This is an optimization exercise on Yosys and OpenROAD, whose aim is small area, a short achievable clock period and few clock cycles, not a production implementation. In this exercise RTL edits were held to simulation tests only and were not proved equivalent to the original.

==> job 6174 <==
// sobelEdgeTop
module sobelEdgeTop #(
	parameter int imageWidth   = 16,
	parameter int imageHeight  = 12,
	parameter int screenWidth  = 20,
	parameter int screenHeight = 14,
	localparam int addrWidth = $clog2(imageWidth * imageHeight),
	localparam int xWidth    = $clog2(screenWidth),
	localparam int yWidth    = $clog2(screenHeight)
) (
	input  logic                      clock,
	input  logic                      resetApp,
	input  logic                      loadValid,
	input  logic [addrWidth-1:0]      loadAddr,
	input  sobelPkg::grayT                      loadData,
	input  sobelPkg::viewModeT                  viewMode,
	input  logic [sobelPkg::thresholdCount-1:0] thresholdSelect,
	output logic                      pixelValid,
	input  logic                      pixelReady,
	output logic [xWidth-1:0]         pixelX,
	output logic [yWidth-1:0]         pixelY,
	output sobelPkg::rgbT                       pixelData
);
export LEC_CHECK = 0
export CAP_MARGIN = 20
export CORE_MARGIN = 2
export CORE_UTILIZATION = 50
export CTS_CLUSTER_DIAMETER = 60
export CTS_CLUSTER_SIZE = 26
export SETUP_SLACK_MARGIN = 3.7
export SLEW_MARGIN = 20
export SYNTH_HIERARCHICAL = 1
create_clock -name core_clock -period 6.5 [get_ports {clock}]
run.sh (not shown) runs the stock make flow with config.mk's settings and CLKGATE_MAP_FILE= SYNTH_SCRIPT=/design/flow/synth_recipe.tcl, a recipe that flattens the netlist after the stock synthesis.
==> inputs of job 6315, as changes to job 6174 <==
--- a/flow/design.v
+++ b/flow/design.v
@@ -66,57 +66,47 @@
 	logic [yWidth-1:0]    fy;
 	logic                 fImage;   
 	logic                 fBorder;  
 	logic [2:0]           lag;      
 	logic                 hold;     
-	logic                 ldValid1;  
-	logic [addrWidth-1:0] ldAddr1;
-	sobelPkg::grayT       ldData1;
-	logic [addrWidth-1:0] sLoad;    
 	logic needsWindow, aligned, startedNext, goNext, rotateOk;
 	logic pixelOk, issueNext, rotateIssue, rotateNext, pop, push;
 	logic [xWidth-1:0] nx;
 	logic [yWidth-1:0] ny;
 	assign needsWindow = fImage && (modeGray || !fBorder || !started);
-	assign startedNext = !resetApp && (started || (aligned && !ldValid1));
+	assign aligned     = (sAfter == addrWidth'(centre));
+	assign startedNext = !resetApp && (started || aligned);
 	assign pop  = pixelValid && pixelReady;
 	assign push = go && s2Valid;
 	assign goNext = !resetApp && (skidValid ? (pop && !push) : (!pixelValid || pop || !push));
 	assign rotateOk = !hold;
 	assign pixelOk  = needsWindow ? (lag == 3'd0 && rotateOk)
 	                              : (!fImage || rotateOk || lag != 3'd7);
 	assign issueNext   = startedNext && goNext && pixelOk;
 	assign rotateIssue = startedNext && rotateOk && (lag != 3'd0 || (issueNext && fImage));
 	assign rotateNext  = startedNext ? rotateIssue : !aligned;
-	function automatic logic [addrWidth-1:0] decMod(input logic [addrWidth-1:0] v);
-		decMod = (v == '0) ? addrWidth'(depth - 1) : v - 1'b1;
-	endfunction
-	function automatic logic [addrWidth-1:0] lineUp(input logic [addrWidth-1:0] v);
-		lineUp = (v == addrWidth'(centre)) ? v : decMod(v);
-	endfunction
 	logic [addrWidth-1:0] sNorm, sDec;
 	assign sNorm = (sAfter >= addrWidth'(depth)) ? sAfter - addrWidth'(depth) : sAfter;
-	assign sDec  = decMod(sNorm);
+	assign sDec  = (sNorm == '0) ? addrWidth'(depth - 1) : sNorm - 1'b1;
 	always_ff @(posedge clock) begin
-		rotate  <= rotateNext;
-		sAfter  <= rotateNext ? sDec : sNorm;
-		aligned <= rotateNext ? (sDec == addrWidth'(centre)) : (sNorm == addrWidth'(centre));
-		sLoad   <= rotateNext ? lineUp(sDec) : lineUp(sNorm);
+		rotate <= rotateNext;
+		sAfter <= rotateNext ? sDec : sNorm;
 	end
-	logic [4:0] placeCol, placeRow;
+	logic [addrWidth-1:0] sLoad;
+	logic [addrWidth:0]   placeSum;
+	logic [2:0]           placeHigh;
+	logic [addrWidth-1:0] place;
+	assign sLoad = aligned ? sNorm : sDec;
 	always_comb begin
-		placeCol = 5'(ldAddr1[3:0]) + 5'(sLoad[3:0]);
-		placeRow = 5'(ldAddr1[7:4]) + 5'(sLoad[7:4]) + 5'(placeCol[4]);
-		if (placeRow >= 5'(imageHeight)) placeRow = placeRow - 5'(imageHeight);
+		placeSum  = {1'b0, loadAddr} + {1'b0, sLoad};
+		placeHigh = (placeSum[8:6] >= 3'd3) ? placeSum[8:6] - 3'd3 : placeSum[8:6];
+		place     = {placeHigh[1:0], placeSum[5:0]};
 	end
 	always_ff @(posedge clock) begin
-		ldValid1 <= loadValid;
-		ldAddr1  <= loadAddr;
-		ldData1  <= loadData;
-		wrValid  <= ldValid1;
-		wrPlace  <= {placeRow[3:0], placeCol[3:0]};
-		wrData   <= ldData1;
+		wrValid  <= loadValid;
+		wrPlace  <= place;
+		wrData   <= loadData;
 	end
 	always_comb begin
 		nx = fx + 1'b1;
 		ny = fy;
 		if (fx == xWidth'(screenWidth - 1)) begin
@@ -141,12 +131,11 @@
 			started    <= startedNext;
 			go         <= goNext;
 			cmdIssue   <= issueNext;
 			cmdOutside <= !fImage;
 			cmdBorder  <= fBorder;
-			if (hold)                                       lag <= lag + 3'(issueNext && fImage);
-			else if (!(issueNext && fImage) && lag != 3'd0) lag <= lag - 1'b1;
+			lag        <= lag + 3'(issueNext && fImage) - 3'(rotateIssue);
 			hold       <= (hold && !(pop && lastPixel)) ||
 			              (rotateIssue && sAfter == addrWidth'(centre + 1));
 			if (issueNext) begin
 				fx      <= nx;
 				fy      <= ny;
@@ -174,33 +163,35 @@
 );
 	logic               phase;  
 	logic [9:0]         phaseCopy;  
 	logic [depth*8-1:0] ring;   
 	sobelPkg::grayT     wrStored;
-	logic [imageHeight-1:0] selRow;  
-	logic [imageWidth-1:0]  selCol;
+	logic [2:0]         selHigh;  
+	logic [7:0]         selMid, selLow;
 	always_ff @(posedge clock) begin
 		phase     <= !phase;
 		phaseCopy <= {phaseCopy[8:0], phase};
 	end
 	function automatic sobelPkg::grayT tapValue(input sobelPkg::grayT stored, input int i);
 		tapValue = stored ^ {8{phaseCopy[i] ^ (i % 2 == 0)}};
 	endfunction
 	assign wrStored = wrData ^ {8{phase}};
 	always_comb begin
-		selRow = '0;
-		selCol = '0;
-		selRow[wrPlace[7:4]] = wrValid;
-		selCol[wrPlace[3:0]] = 1'b1;
+		selHigh = '0;
+		selMid  = '0;
+		selLow  = '0;
+		selHigh[wrPlace[7:6]] = wrValid;
+		selMid[wrPlace[5:3]]  = 1'b1;
+		selLow[wrPlace[2:0]]  = 1'b1;
 	end
 	genvar k, b;
 	generate
 		for (k = 0; k < depth; k++) begin : g_place
 			logic keep, shift, write;
 			ringSelect u_select (
-				.rotate, .selRow(selRow[k / imageWidth]), .selCol(selCol[k % imageWidth]),
-				.keep, .shift, .write
+				.rotate, .selHigh(selHigh[k / 64]), .selMid(selMid[(k / 8) % 8]),
+				.selLow(selLow[k % 8]), .keep, .shift, .write
 			);
 			for (b = 0; b < 8; b++) begin : g_bit
 				ringBit u_bit (
 					.clock, .keep, .shift, .write, .next(ring[8*((k + 1) % depth) + b]),
 					.data(wrStored[b]), .stored(ring[8*k + b])
@@ -218,17 +209,18 @@
 	assign tapP8 = tapValue(ring[8*(2*imageWidth + 1) +: 8], 8);
 	assign tapP9 = tapValue(ring[8*(2*imageWidth + 2) +: 8], 9);
 endmodule
 module ringSelect (
 	input  logic rotate,
-	input  logic selRow,
-	input  logic selCol,
+	input  logic selHigh,
+	input  logic selMid,
+	input  logic selLow,
 	output logic keep,
 	output logic shift,
 	output logic write
 );
-	assign write = selRow && selCol;
+	assign write = selHigh && selMid && selLow;
 	assign keep  = !rotate && !write;
 	assign shift = rotate && !write;
 endmodule
 module ringBit (
 	input  logic clock,
@@ -399,24 +391,19 @@
 	logic                 s3Valid, skidValid, lastPixel, modeGray;
 	logic [addrWidth-1:0] wrPlace;
 	logic [2:0]           thresholdIndex;
 	sobelPkg::grayT       wrData, magnitude, threshold;
 	sobelPkg::grayT       tapP1, tapP2, tapP3, tapP4, tapP5, tapP6, tapP7, tapP8, tapP9;
-	sobelPkg::viewModeT                  modeReg;
-	logic [sobelPkg::thresholdCount-1:0] selectReg;
 	always_comb begin
-		case (selectReg)
-			7'b0000001: thresholdIndex = 3'd1;
-			7'b0000010: thresholdIndex = 3'd2;
-			7'b0000100: thresholdIndex = 3'd3;
-			7'b0001000: thresholdIndex = 3'd4;
-			7'b0010000: thresholdIndex = 3'd5;
-			7'b0100000: thresholdIndex = 3'd6;
-			7'b1000000: thresholdIndex = 3'd7;
-			default:    thresholdIndex = 3'd0;
-		endcase
+		thresholdIndex = 3'd0;
+		if ($onehot(selectReg)) begin
+			for (int i = 0; i < sobelPkg::thresholdCount; i++)
+				if (selectReg[i]) thresholdIndex = 3'(i + 1);
+		end
 	end
+	sobelPkg::viewModeT                  modeReg;
+	logic [sobelPkg::thresholdCount-1:0] selectReg;
 	always_ff @(posedge clock) begin
 		modeReg   <= viewMode;
 		selectReg <= thresholdSelect;
 	end
 	assign modeGray = (modeReg == sobelPkg::viewGray);
CTS_CLUSTER_DIAMETER = default   (was 60)
CTS_CLUSTER_SIZE = default   (was 26)
==> inputs of job 850, as changes to job 6174 <==
--- a/flow/design.v
+++ b/flow/design.v
@@ -100,15 +100,18 @@
 		rotate  <= rotateNext;
 		sAfter  <= rotateNext ? sDec : sNorm;
 		aligned <= rotateNext ? (sDec == addrWidth'(centre)) : (sNorm == addrWidth'(centre));
 		sLoad   <= rotateNext ? lineUp(sDec) : lineUp(sNorm);
 	end
-	logic [4:0] placeCol, placeRow;
+	logic [4:0] placeCol, rowKept, rowCarried, placeRow;
 	always_comb begin
-		placeCol = 5'(ldAddr1[3:0]) + 5'(sLoad[3:0]);
-		placeRow = 5'(ldAddr1[7:4]) + 5'(sLoad[7:4]) + 5'(placeCol[4]);
-		if (placeRow >= 5'(imageHeight)) placeRow = placeRow - 5'(imageHeight);
+		placeCol   = 5'(ldAddr1[3:0]) + 5'(sLoad[3:0]);
+		rowKept    = 5'(ldAddr1[7:4]) + 5'(sLoad[7:4]);
+		rowCarried = 5'(ldAddr1[7:4]) + 5'(sLoad[7:4]) + 5'd1;
+		if (rowKept >= 5'(imageHeight))    rowKept    = rowKept - 5'(imageHeight);
+		if (rowCarried >= 5'(imageHeight)) rowCarried = rowCarried - 5'(imageHeight);
+		placeRow = placeCol[4] ? rowCarried : rowKept;
 	end
 	always_ff @(posedge clock) begin
 		ldValid1 <= loadValid;
 		ldAddr1  <= loadAddr;
 		ldData1  <= loadData;
@@ -168,11 +171,12 @@
 	input  logic                 rotate,    
 	input  logic                 wrValid,   
 	input  logic [addrWidth-1:0] wrPlace,
 	input  sobelPkg::grayT       wrData,
 	output sobelPkg::grayT       tapP1, tapP2, tapP3, tapP4, tapP5,
-	output sobelPkg::grayT       tapP6, tapP7, tapP8, tapP9
+	output sobelPkg::grayT       tapP6, tapP7, tapP8, tapP9,  
+	output logic [8:0]           tapPhase                     
 );
 	logic               phase;  
 	logic [9:0]         phaseCopy;  
 	logic [depth*8-1:0] ring;   
 	sobelPkg::grayT     wrStored;
@@ -180,57 +184,58 @@
 	logic [imageWidth-1:0]  selCol;
 	always_ff @(posedge clock) begin
 		phase     <= !phase;
 		phaseCopy <= {phaseCopy[8:0], phase};
 	end
-	function automatic sobelPkg::grayT tapValue(input sobelPkg::grayT stored, input int i);
-		tapValue = stored ^ {8{phaseCopy[i] ^ (i % 2 == 0)}};
-	endfunction
 	assign wrStored = wrData ^ {8{phase}};
 	always_comb begin
+		for (int i = 0; i < 9; i++) tapPhase[i] = phaseCopy[i + 1] ^ ((i + 1) % 2 == 0);
+	end
+	always_comb begin
 		selRow = '0;
 		selCol = '0;
 		selRow[wrPlace[7:4]] = wrValid;
 		selCol[wrPlace[3:0]] = 1'b1;
 	end
 	genvar k, b;
 	generate
 		for (k = 0; k < depth; k++) begin : g_place
 			logic keep, shift, write;
 			ringSelect u_select (
-				.rotate, .selRow(selRow[k / imageWidth]), .selCol(selCol[k % imageWidth]),
+				.rotate, .rotateN(!rotate), .selRow(selRow[k / imageWidth]), .selCol(selCol[k % imageWidth]),
 				.keep, .shift, .write
 			);
 			for (b = 0; b < 8; b++) begin : g_bit
 				ringBit u_bit (
 					.clock, .keep, .shift, .write, .next(ring[8*((k + 1) % depth) + b]),
 					.data(wrStored[b]), .stored(ring[8*k + b])
 				);
 			end
 		end
 	endgenerate
-	assign tapP1 = tapValue(ring[8*0 +: 8], 1);
-	assign tapP2 = tapValue(ring[8*1 +: 8], 2);
-	assign tapP3 = tapValue(ring[8*2 +: 8], 3);
-	assign tapP4 = tapValue(ring[8*imageWidth +: 8], 4);
-	assign tapP5 = tapValue(ring[8*(imageWidth + 1) +: 8], 5);
-	assign tapP6 = tapValue(ring[8*(imageWidth + 2) +: 8], 6);
-	assign tapP7 = tapValue(ring[8*(2*imageWidth) +: 8], 7);
-	assign tapP8 = tapValue(ring[8*(2*imageWidth + 1) +: 8], 8);
-	assign tapP9 = tapValue(ring[8*(2*imageWidth + 2) +: 8], 9);
+	assign tapP1 = ring[8*0 +: 8];
+	assign tapP2 = ring[8*1 +: 8];
+	assign tapP3 = ring[8*2 +: 8];
+	assign tapP4 = ring[8*imageWidth +: 8];
+	assign tapP5 = ring[8*(imageWidth + 1) +: 8];
+	assign tapP6 = ring[8*(imageWidth + 2) +: 8];
+	assign tapP7 = ring[8*(2*imageWidth) +: 8];
+	assign tapP8 = ring[8*(2*imageWidth + 1) +: 8];
+	assign tapP9 = ring[8*(2*imageWidth + 2) +: 8];
 endmodule
 module ringSelect (
 	input  logic rotate,
+	input  logic rotateN,  
 	input  logic selRow,
 	input  logic selCol,
 	output logic keep,
 	output logic shift,
 	output logic write
 );
 	assign write = selRow && selCol;
-	assign keep  = !rotate && !write;
-	assign shift = rotate && !write;
+	assign keep  = !(rotate || write);
+	assign shift = !(rotateN || write);
 endmodule
 module ringBit (
 	input  logic clock,
 	input  logic keep,
 	input  logic shift,
@@ -251,24 +256,34 @@
 	input  logic           cmdIssue,
 	input  logic           cmdOutside,
 	input  logic           cmdBorder,
 	input  logic           modeGray,
 	input  sobelPkg::grayT tapP1, tapP2, tapP3, tapP4, tapP5,
-	input  sobelPkg::grayT tapP6, tapP7, tapP8, tapP9,
+	input  sobelPkg::grayT tapP6, tapP7, tapP8, tapP9,  
+	input  logic [8:0]     tapPhase,                    
 	output logic           s3Valid,
 	output sobelPkg::grayT s3Magnitude
 );
-	function automatic logic [9:0] sum121(input sobelPkg::grayT a, b, c);
-		sum121 = 10'(a) + {1'b0, b, 1'b0} + 10'(c);
-	endfunction
-	function automatic sobelPkg::grayT sat8(input logic [9:0] sum);
-		sat8 = (sum[9:8] != 2'b00) ? 8'hFF : sum[7:0];
+	function automatic logic [9:0] sum121(input sobelPkg::grayT a, b, c, input logic p);
+		logic [9:0] sumBits, carryBits;
+		sumBits   = '0;
+		carryBits = '0;
+		sumBits[0]   = a[0] ^ c[0];
+		carryBits[1] = p ? (!a[0] && !c[0]) : (a[0] && c[0]);
+		for (int i = 1; i < 8; i++) begin
+			sumBits[i]     = a[i] ^ b[i-1] ^ c[i] ^ p;
+			carryBits[i+1] = ((a[i] && b[i-1]) || (a[i] && c[i]) || (b[i-1] && c[i])) ^ p;
+		end
+		sumBits[8] = b[7] ^ p;
+		sum121 = sumBits + carryBits;
 	endfunction
-	function automatic sobelPkg::grayT posDiff(input sobelPkg::grayT a, b);
+	function automatic sobelPkg::grayT gradient(input logic [9:0] a, b);
 		logic [8:0] diff;
-		diff = {1'b0, a} - {1'b0, b};
-		posDiff = diff[8] ? 8'd0 : diff[7:0];
+		diff = {1'b0, a[7:0]} - {1'b0, b[7:0]};
+		if (b[9:8] != 2'b00)      gradient = 8'd0;
+		else if (a[9:8] != 2'b00) gradient = ~b[7:0];
+		else                      gradient = diff[8] ? 8'd0 : diff[7:0];
 	endfunction
 	logic           s1Valid, s2Valid, s1Outside, s1Border;
 	logic [9:0]     s1Top, s1Bottom, s1Left, s1Right;
 	sobelPkg::grayT s2GradX, s2GradY;
 	logic [8:0]     gradSum;
@@ -286,26 +301,26 @@
 	assign gradSum = {1'b0, s2GradY} + {1'b0, s2GradX};
 	always_ff @(posedge clock) begin
 		if (go) begin
 			s1Outside <= cmdOutside;
 			s1Border  <= cmdBorder;
-			s1Top     <= modeGray ? 10'(tapP5) : sum121(tapP1, tapP2, tapP3);
-			s1Bottom  <= sum121(tapP7, tapP8, tapP9);
-			s1Left    <= sum121(tapP1, tapP4, tapP7);
-			s1Right   <= sum121(tapP3, tapP6, tapP9);
+			s1Top     <= modeGray ? 10'(tapP5 ^ {8{tapPhase[4]}}) : sum121(tapP1, tapP2, tapP3, tapPhase[1]);
+			s1Bottom  <= sum121(tapP7, tapP8, tapP9, tapPhase[7]);
+			s1Left    <= sum121(tapP1, tapP4, tapP7, tapPhase[3]);
+			s1Right   <= sum121(tapP3, tapP6, tapP9, tapPhase[5]);
 			if (s1Outside) begin
 				s2GradY <= 8'd0;
 				s2GradX <= 8'd0;
 			end else if (modeGray) begin
 				s2GradY <= s1Top[7:0];
 				s2GradX <= 8'd0;
 			end else if (s1Border) begin
 				s2GradY <= 8'hFF;
 				s2GradX <= 8'd0;
 			end else begin
-				s2GradY <= posDiff(sat8(s1Top), sat8(s1Bottom));
-				s2GradX <= posDiff(sat8(s1Right), sat8(s1Left));
+				s2GradY <= gradient(s1Top, s1Bottom);
+				s2GradX <= gradient(s1Right, s1Left);
 			end
 			s3Magnitude <= gradSum[8] ? 8'hFF : gradSum[7:0];
 		end
 	end
 endmodule
@@ -399,10 +414,11 @@
 	logic                 s3Valid, skidValid, lastPixel, modeGray;
 	logic [addrWidth-1:0] wrPlace;
 	logic [2:0]           thresholdIndex;
 	sobelPkg::grayT       wrData, magnitude, threshold;
 	sobelPkg::grayT       tapP1, tapP2, tapP3, tapP4, tapP5, tapP6, tapP7, tapP8, tapP9;
+	logic [8:0]           tapPhase;
 	sobelPkg::viewModeT                  modeReg;
 	logic [sobelPkg::thresholdCount-1:0] selectReg;
 	always_comb begin
 		case (selectReg)
 			7'b0000001: thresholdIndex = 3'd1;
@@ -432,15 +448,15 @@
 		.pixelValid, .pixelReady, .skidValid, .lastPixel, .s2Valid(s3Valid),
 		.rotate, .wrValid, .wrPlace, .wrData, .go, .cmdIssue, .cmdOutside, .cmdBorder
 	);
 	imageMemory #(.imageWidth(imageWidth), .imageHeight(imageHeight)) u_imageMemory (
 		.clock, .rotate, .wrValid, .wrPlace, .wrData,
-		.tapP1, .tapP2, .tapP3, .tapP4, .tapP5, .tapP6, .tapP7, .tapP8, .tapP9
+		.tapP1, .tapP2, .tapP3, .tapP4, .tapP5, .tapP6, .tapP7, .tapP8, .tapP9, .tapPhase
 	);
 	sobelKernel u_sobelKernel (
 		.clock, .resetApp, .go, .cmdIssue, .cmdOutside, .cmdBorder, .modeGray,
-		.tapP1, .tapP2, .tapP3, .tapP4, .tapP5, .tapP6, .tapP7, .tapP8, .tapP9,
+		.tapP1, .tapP2, .tapP3, .tapP4, .tapP5, .tapP6, .tapP7, .tapP8, .tapP9, .tapPhase,
 		.s3Valid, .s3Magnitude(magnitude)
 	);
 	pixelFormatter #(.screenWidth(screenWidth), .screenHeight(screenHeight)) u_pixelFormatter (
 		.clock, .resetApp, .push(go && s3Valid), .magnitude, .threshold,
 		.skidValid, .lastPixel, .pixelValid, .pixelReady, .pixelX, .pixelY, .pixelData
CTS_CLUSTER_DIAMETER = 100   (was 60)
SETUP_SLACK_MARGIN = 3.8   (was 3.7)
==> inputs of job 6808, as changes to job 6174 <==
CTS_CLUSTER_DIAMETER = default   (was 60)
CTS_CLUSTER_SIZE = default   (was 26)
==> results.py <==
metrics = {
    "outcome": {
        "run_status": "complete, no violations",
    },
    "final_layout": {
        "nClkBuffers": 161,
    },
    "worst_setup_path": {
        "crit_end": "u_frameScanner.wrPlace[7]",
        "r2r_cells": 15,
    },
    "power_and_ir_drop": {
        "p_sw_share_pct": 34.5,
    },
    "synth": {
        "synth-edff-count": 84,
    },
    "cts": {
        "cts_setup_buffers": 53,
    },
}
Source of the figures above: job 6174

==> results.py <==
metrics = {
    "final_layout": {
        "nClkBuffers": 86,
        "sh_seq_area_pct": 50.6,
    },
    "timing": {
        "finalMaxSlewViolations": 110,
    },
    "outcome": {
        "violations": "max-slew violations",
        "run_status": "failed layout checks",
    },
    "cts": {
        "cts_setup_buffers": 66,
        "numClockSinks": 1726,
    },
    "worst_setup_path": {
        "crit_end": "u_frameScanner.wrPlace[6]",
        "crit_cells": 12,
    },
    "power_and_ir_drop": {
        "p_sw_share_pct": 28.7,
    },
}
Source of the figures above: job 850

==> results.py <==
metrics = {
    "route": {
        "avgViaCountPerCell": 7.27,
        "via_count": 50706,
    },
    "min_path": {
        "hold_start": "u_frameScanner.ldData1[6]",
    },
    "final_layout": {
        "nClkBuffers": 262,
        "fillers": 10158,
    },
    "worst_setup_path": {
        "r2r-end": "u_frameScanner.wrPlace[7]",
        "crit_cells": 13,
        "r2r_cells": 13,
        "worst_setup_path_start_kind": "register",
    },
    "outcome": {
        "run_status": "complete, no violations",
    },
    "power_and_ir_drop": {
        "p_sw_share_pct": 33.5,
    },
    "cts": {
        "cts_setup_buffers": 53,
    },
}
Source of the figures above: job 6808

==> results.py <==
metrics = {
    "outcome": {
        "run_status": "complete, no violations",
    },
    "cts": {
        "cts_setup_buffers": 71,
        "post_cts_resized": 227,
    },
    "timing": {
        "rsz0062_at_grt": "yes",
    },
    "worst_setup_path": {
        "r2r_cells": 17,
    },
    "power_and_ir_drop": {
        "p_sw_share_pct": 32.8,
    },
}
Source of the figures above: job 6315

Testbench counts of job 6174, summed over its fixed seeds: cycles 38,760.
Testbench counts of job 6315, summed over its fixed seeds: cycles 38,760.
Testbench counts of job 850, summed over its fixed seeds: cycles 38,760.
Testbench counts of job 6808, summed over its fixed seeds: cycles 38,760.

## what the ideal ports hide
In the flow no input, the clock included, has a driving cell. The finished layouts below were timed again as built, in two steps.
Step 1 sets driving cells, clkbuf_16 on the clock port and buf_2 on the other inputs (assumed; they add their load-dependent delay and slew).
Step 2, shift: input delay + t, output delay - t, t = (earliest + latest rising clock arrival at the registers) / 2. This alone moves slack from input paths to output paths.
a / b / c = no drivers / after step 1 / after step 2; a / b = the first two.
run | t (ns) | setup WS [ns] | latest minus earliest clock arrival (ns) | worst data-port slew with drivers (ns) | cell pins on the clock port's net
job 6174 | 0.838 | 3.593 / 3.593 / 3.009 | 0.040 / 0.040 | 0.06 | 1
job 6315 | 0.842 | 3.293 / 3.293 / 2.651 | 0.030 / 0.030 | 0.12 | 1
job 850 | 0.767 | 3.801 / 3.770 / 3.254 | 0.032 / 0.032 | 0.04 | 1
job 6808 | 0.853 | 3.566 / 3.566 / 3.004 | 0.025 / 0.025 | 0.06 | 1
For job 6315, which loses most, drivers alone change the setup slack by 0.000 ns; drivers and shift together by -0.642 ns.
